Background: an optimization exercise with open tools, aiming at small area, a short achievable clock period and few clock cycles per item. Do not read the settings as production practice.
In this exercise RTL edits were held to simulation tests only and were not proved equivalent to the original.

// matmul_4x4_seq
module matmul_4x4_seq #(
  parameter int w         = 32,
  parameter int WIDTH_OUT = 2*w+2
) (
  input  logic                        clk,
  input  logic                        rst_n,
  input  logic                        in_valid,
  output logic                        in_ready,
  input  logic signed [w-1:0]         in_data,
  output logic                        out_valid,
  input  logic                        out_ready,
  output logic signed [WIDTH_OUT-1:0] out_data,
  output logic                        out_last,
  output logic                        busy
);
Size: about 2100 flip-flops, roughly 120000 um2 of cells after synthesis.
clock: 12.0 ns
lec_check: 0
cap_margin: 20
core_margin: 2
core_utilization: 40
slew_margin: 20
standard.sh (not shown) runs the stock make flow with config.mk's settings and CLKGATE_MAP_FILE= SYNTH_SCRIPT=/design/flow/synth_recipe.tcl, a recipe that flattens the netlist after the stock synthesis.
==> flow/flow/run.sh <==
#!/bin/bash
set -o pipefail
export SETUP_SLACK_MARGIN=7.9
bash standard.sh > standard.log 2>&1
Testbench counts at the start, summed over its fixed seeds: cycles 3,216, jobs 64.
Rerun with:
--- a/flow/design.v
+++ b/flow/design.v
@@ -2591,13 +2591,13 @@
   logic [3:0]  row_en;
   logic        a_en, shift_all;
   assign in_hs  = in_valid && in_ready_q;
   assign out_hs = out_valid_q && out_ready;
   assign drain_left = out_valid_q && !(out_hs && out_last_q);
   assign is_b0      = e0_q[4];
-  assign go0        = v0_q && !(is_b0 && e0_q[3:0] == 4'd0 && !ph0_q && drain_left);
+  assign go0        = v0_q && !(is_b0 && e0_q[3:0] == 4'd0 && !ph0_q && out_valid_q);
   assign s0_free    = !v0_q || (go0 && (!is_b0 || ph0_q));
   assign vs_d       = s0_free ? 1'b0 : (vs_q || in_hs);
   assign d_in       = vs_q ? ds_q : in_data;
   assign e_in       = vs_q ? es_q : ecnt_q;
   assign ph_next    = s0_free ? 1'b0 : (go0 || ph0_q);
   always_ff @(posedge clk or negedge rst_n) begin
Effect:
- sequential share of layout area went up by 0.47 points
- setup slack improves by 0.089 ns
- fmax went up by 2.1%
- flip-flop and latch count does not change
Testbench counts after the change, summed over its fixed seeds: cycles 3,272, jobs 64.

## try-yarrow
Another version of the RTL of matmul_4x4_seq (not shown whole).
For scale: about 9200 cells after synthesis, about 2200 flip-flops, about 110 I/O pins, roughly 120000 um2 of cells after synthesis.
==> module matmul_4x4_seq, before the edit <==
module matmul_4x4_seq #(
  parameter int w         = 32,
  parameter int WIDTH_OUT = 2*w+2
) (
  input  logic                        clk,
  input  logic                        rst_n,
  input  logic                        in_valid,
  output logic                        in_ready,
  input  logic signed [w-1:0]         in_data,
  output logic                        out_valid,
  input  logic                        out_ready,
  output logic signed [WIDTH_OUT-1:0] out_data,
  output logic                        out_last,
  output logic                        busy
);
  logic       in_ready_q, in_hs, out_hs;
  logic [4:0] ecnt_q;                    
  logic       out_valid_q, out_last_q, busy_q;
  logic [3:0] ocnt_q;                    
  logic       drain_left;                
  logic       go0, s0_free, is_b0, ph_next;
  logic        vs_q, vs_d;
  logic [4:0]  es_q;
  logic [31:0] ds_q;
  logic [31:0] d_in;
  logic [4:0]  e_in;
  logic        v0_q, ph0_q;
  logic [4:0]  e0_q;
  logic [31:0] d0_q;
  logic [15:0] neg0_q, one0_q, two0_q;   
  logic [15:0] neg_d, one_d, two_d;
  logic [32:0] bx;
  logic [31:0] a_op_q [2];               
  logic [31:0] a_op_d [2];
  logic        v1_q, ph1_q, last1_q;
  logic [65:0] s1_q [2];
  logic [65:0] c1_q [2];
  logic [65:0] t1_q [2];
  logic [65:0] s_w [2];
  logic [65:0] c_w [2];
  logic [65:0] t_w [2];
  logic [31:0] a_q [16];
  logic [65:0] c_q [4][4];
  logic [65:0] acc [2];                  
  logic [65:0] new_c [2];
  logic [65:0] fill [4];
  logic [3:0]  row_en;
  logic        a_en, shift_all;
  assign in_hs  = in_valid && in_ready_q;
  assign out_hs = out_valid_q && out_ready;
  assign drain_left = out_valid_q && !(out_hs && out_last_q);
  assign is_b0      = e0_q[4];
  assign go0        = v0_q && !(is_b0 && e0_q[3:0] == 4'd0 && !ph0_q && drain_left);
  assign s0_free    = !v0_q || (go0 && (!is_b0 || ph0_q));
  assign vs_d       = s0_free ? 1'b0 : (vs_q || in_hs);
  assign d_in       = vs_q ? ds_q : in_data;
  assign e_in       = vs_q ? es_q : ecnt_q;
  assign ph_next    = s0_free ? 1'b0 : (go0 || ph0_q);
  always_ff @(posedge clk or negedge rst_n) begin
    if (!rst_n) begin
      in_ready_q  <= 1'b1;
      ecnt_q      <= '0;
      vs_q        <= 1'b0;
      v0_q        <= 1'b0;
      ph0_q       <= 1'b0;
      v1_q        <= 1'b0;
      out_valid_q <= 1'b0;
      out_last_q  <= 1'b0;
      ocnt_q      <= '0;
      busy_q      <= 1'b0;
    end else begin
      if (in_hs) ecnt_q <= ecnt_q + 5'd1;
      vs_q       <= vs_d;
      in_ready_q <= !vs_d;
      if (s0_free) begin
        v0_q  <= vs_q || in_hs;
        ph0_q <= 1'b0;
      end else if (go0) begin
        ph0_q <= 1'b1;
      end
      v1_q <= go0 && is_b0;
      if (in_hs && ecnt_q == 5'd31) busy_q <= 1'b1;
      else if (out_hs && out_last_q) busy_q <= 1'b0;
      if (v1_q && last1_q) begin
        out_valid_q <= 1'b1;
        out_last_q  <= 1'b0;
        ocnt_q      <= '0;
      end else if (out_hs) begin
        ocnt_q     <= ocnt_q + 4'd1;
        out_last_q <= (ocnt_q == 4'd14);
        if (out_last_q) out_valid_q <= 1'b0;
      end
    end
  end
  always_comb begin
    bx = {d_in, 1'b0};
    for (int j = 0; j < 16; j++) begin
      one_d[j] = bx[2*j+1] ^ bx[2*j];
      two_d[j] = (bx[2*j+2] & ~bx[2*j+1] & ~bx[2*j]) | (~bx[2*j+2] & bx[2*j+1] & bx[2*j]);
      neg_d[j] = bx[2*j+2] & ~(bx[2*j+1] & bx[2*j]);
    end
  end
  always_ff @(posedge clk) begin
    if (s0_free) begin
      e0_q   <= e_in;
      d0_q   <= d_in;
      neg0_q <= neg_d;
      one0_q <= one_d;
      two0_q <= two_d;
    end
    if (!s0_free && !vs_q) begin
      es_q <= ecnt_q;
      ds_q <= in_data;
    end
  end
  assign a_en = v0_q && (!is_b0 || (e0_q[1:0] == 2'd3 && ph0_q));
  always_ff @(posedge clk) begin
    if (a_en) begin
      for (int p = 0; p < 15; p++) a_q[p] <= a_q[p+1];
      a_q[15] <= d0_q;
    end
  end
  for (genvar m = 0; m < 2; m++) begin : g_op
    assign a_op_d[m] = ph_next ? a_q[4*m+8] : (a_en ? a_q[4*m+1] : a_q[4*m]);
  end
  always_ff @(posedge clk) begin
    for (int m = 0; m < 2; m++) a_op_q[m] <= a_op_d[m];
  end
  for (genvar m = 0; m < 2; m++) begin : g_accin
    assign acc[m] = (e0_q[3:2] == 2'd0) ? '0 : (ph0_q ? c_q[m+2][0] : c_q[m][0]);
  end
  for (genvar m = 0; m < 2; m++) begin : g_mul
    mm_mul_cs u_mul (
      .a   (a_op_q[m]),
      .neg (neg0_q),
      .one (one0_q),
      .two (two0_q),
      .acc (acc[m]),
      .s   (s_w[m]),
      .c   (c_w[m]),
      .t   (t_w[m])
    );
  end
  always_ff @(posedge clk) begin
    ph1_q   <= ph0_q;
    last1_q <= (e0_q == 5'd31) && ph0_q;
    for (int m = 0; m < 2; m++) begin
      s1_q[m]  <= s_w[m];
      c1_q[m]  <= c_w[m];
      t1_q[m]  <= t_w[m];
    end
  end
  for (genvar m = 0; m < 2; m++) begin : g_acc
    assign new_c[m] = (s1_q[m] ^ c1_q[m] ^ t1_q[m]) +
                      {(s1_q[m][64:0] & c1_q[m][64:0]) | (s1_q[m][64:0] & t1_q[m][64:0]) |
                       (c1_q[m][64:0] & t1_q[m][64:0]), 1'b0};
  end
  assign shift_all = out_hs;
  assign row_en[0] = shift_all || (v1_q && !ph1_q);
  assign row_en[1] = shift_all || (v1_q && !ph1_q);
  assign row_en[2] = shift_all || (v1_q && ph1_q);
  assign row_en[3] = shift_all || (v1_q && ph1_q);
  assign fill[0]   = v1_q ? new_c[0] : c_q[1][0];
  assign fill[1]   = v1_q ? new_c[1] : c_q[2][0];
  assign fill[2]   = v1_q ? new_c[0] : c_q[3][0];
  assign fill[3]   = v1_q ? new_c[1] : '0;
  always_ff @(posedge clk) begin
    for (int i = 0; i < 4; i++) begin
      if (row_en[i]) begin
        for (int r = 0; r < 3; r++) c_q[i][r] <= c_q[i][r+1];
        c_q[i][3] <= fill[i];
      end
    end
  end
  assign in_ready  = in_ready_q;
  assign out_valid = out_valid_q;
  assign out_data  = c_q[0][0];
  assign out_last  = out_last_q;
  assign busy      = busy_q;
endmodule
==> flow/config.mk <==
export PLATFORM = sky130hd
export DESIGN_NAME = matmul_4x4_seq
export DESIGN_NICKNAME = matmul_4x4_seq
export VERILOG_FILES = /design/flow/design.v
export SDC_FILE = /design/flow/constraint.sdc
export NUM_CORES = 4
export LEC_CHECK = 0
export CAP_MARGIN = 20
export CORE_MARGIN = 2
export CORE_UTILIZATION = 55
export CTS_CLUSTER_DIAMETER = 100
export CTS_CLUSTER_SIZE = 22
export SLEW_MARGIN = 20
==> flow/constraint.sdc <==
create_clock -name core_clock -period 12.0 [get_ports {clk}]
set_input_delay 2.4000 -clock core_clock [delete_from_list [all_inputs] [get_ports {clk}]]
set_output_delay 2.4000 -clock core_clock [all_outputs]
set_load 0.01 [all_outputs]
Scripts as last shown in full above: flow/flow/run.sh
Testbench counts of try-yarrow, summed over its fixed seeds: cycles 3,216, jobs 64.
#### Input delta (try-quartz over try-yarrow)
--- a/flow/design.v
+++ b/flow/design.v
@@ -3309,5 +3309,4 @@
   logic        v0_q, ph0_q;
   logic [4:0]  e0_q;
-  logic [31:0] d0_q;
   logic [15:0] neg0_q, one0_q, two0_q;   
   logic [15:0] neg_d, one_d, two_d;
@@ -3328,5 +3327,5 @@
   logic [65:0] fill [4];
   logic [3:0]  row_en;
-  logic        a_en, shift_all;
+  logic        a_en, a_ld, a_sh, shift_all;
   assign in_hs  = in_valid && in_ready_q;
   assign out_hs = out_valid_q && out_ready;
@@ -3386,5 +3385,4 @@
     if (s0_free) begin
       e0_q   <= e_in;
-      d0_q   <= d_in;
       neg0_q <= neg_d;
       one0_q <= one_d;
@@ -3396,9 +3394,11 @@
     end
   end
-  assign a_en = v0_q && (!is_b0 || (e0_q[1:0] == 2'd3 && ph0_q));
+  assign a_ld = s0_free && (vs_q || in_hs) && !e_in[4];
+  assign a_en = v0_q && is_b0 && e0_q[1:0] == 2'd3 && e0_q[3:2] != 2'd3 && ph0_q;
+  assign a_sh = a_ld || a_en;
   always_ff @(posedge clk) begin
-    if (a_en) begin
+    if (a_sh) begin
       for (int p = 0; p < 15; p++) a_q[p] <= a_q[p+1];
-      a_q[15] <= d0_q;
+      a_q[15] <= d_in;
     end
   end
Notes after the runs:
Diff try-yarrow..try-quartz | area growth from synthesis to layout | negligible. Termination of the worst setup path: c1_q[0][27] -> try-quartz, c_q[11][51] -> try-yarrow. Changes observed in try-quartz relative to try-yarrow: setup slack picked up an extra 0.056 ns; cell area lost about 0.37%; number of synthesized register bits lost 1.4%; area of the multi-input gates neither gained nor lost much; post-synthesis cell type count picked up an extra 1.1%. Having completed the whole flow, try-quartz delivered a layout that passed the timing, DRC and antenna checks.
Testbench counts of try-quartz, summed over its fixed seeds: cycles 3,216, jobs 64.

[re-timing with driven ports]
No port has a modelled driver above. Below, the same layouts with a new extraction and two added sets of constraints. Step 1 assumes that a clkbuf_16 drives the clock port and a buf_2 every other input. Step 2 times the ports against the registers' clock, not the clock port: input delays grow and output delays shrink by t, the midpoint of the rising clock arrivals with the driver on. a / b / c = ideal / step 1 / step 2; a / b = the first two.
run | t (ns) | setup WS [ns] | latest minus earliest clock arrival (ns) | worst register clock-pin slew, ns | cell pins on the clock port's net
the first run of note 1 | 1.008 | 7.746 / 7.746 / 7.021 | 0.110 / 0.109 | 0.07 / 0.07 | 1
the second run of note 1 | 1.024 | 7.835 / 7.830 / 7.056 | 0.108 / 0.108 | 0.08 / 0.08 | 1
try-yarrow | 0.920 | 7.822 / 7.822 / 7.146 | 0.034 / 0.034 | 0.10 / 0.10 | 1
try-quartz | 0.931 | 7.878 / 7.878 / 7.059 | 0.050 / 0.049 | 0.11 / 0.11 | 1
After both steps setup and hold are still met in every run listed. The setup slack of try-quartz, which loses most, moves by 0.000 ns with the drivers and by -0.819 ns with both steps.
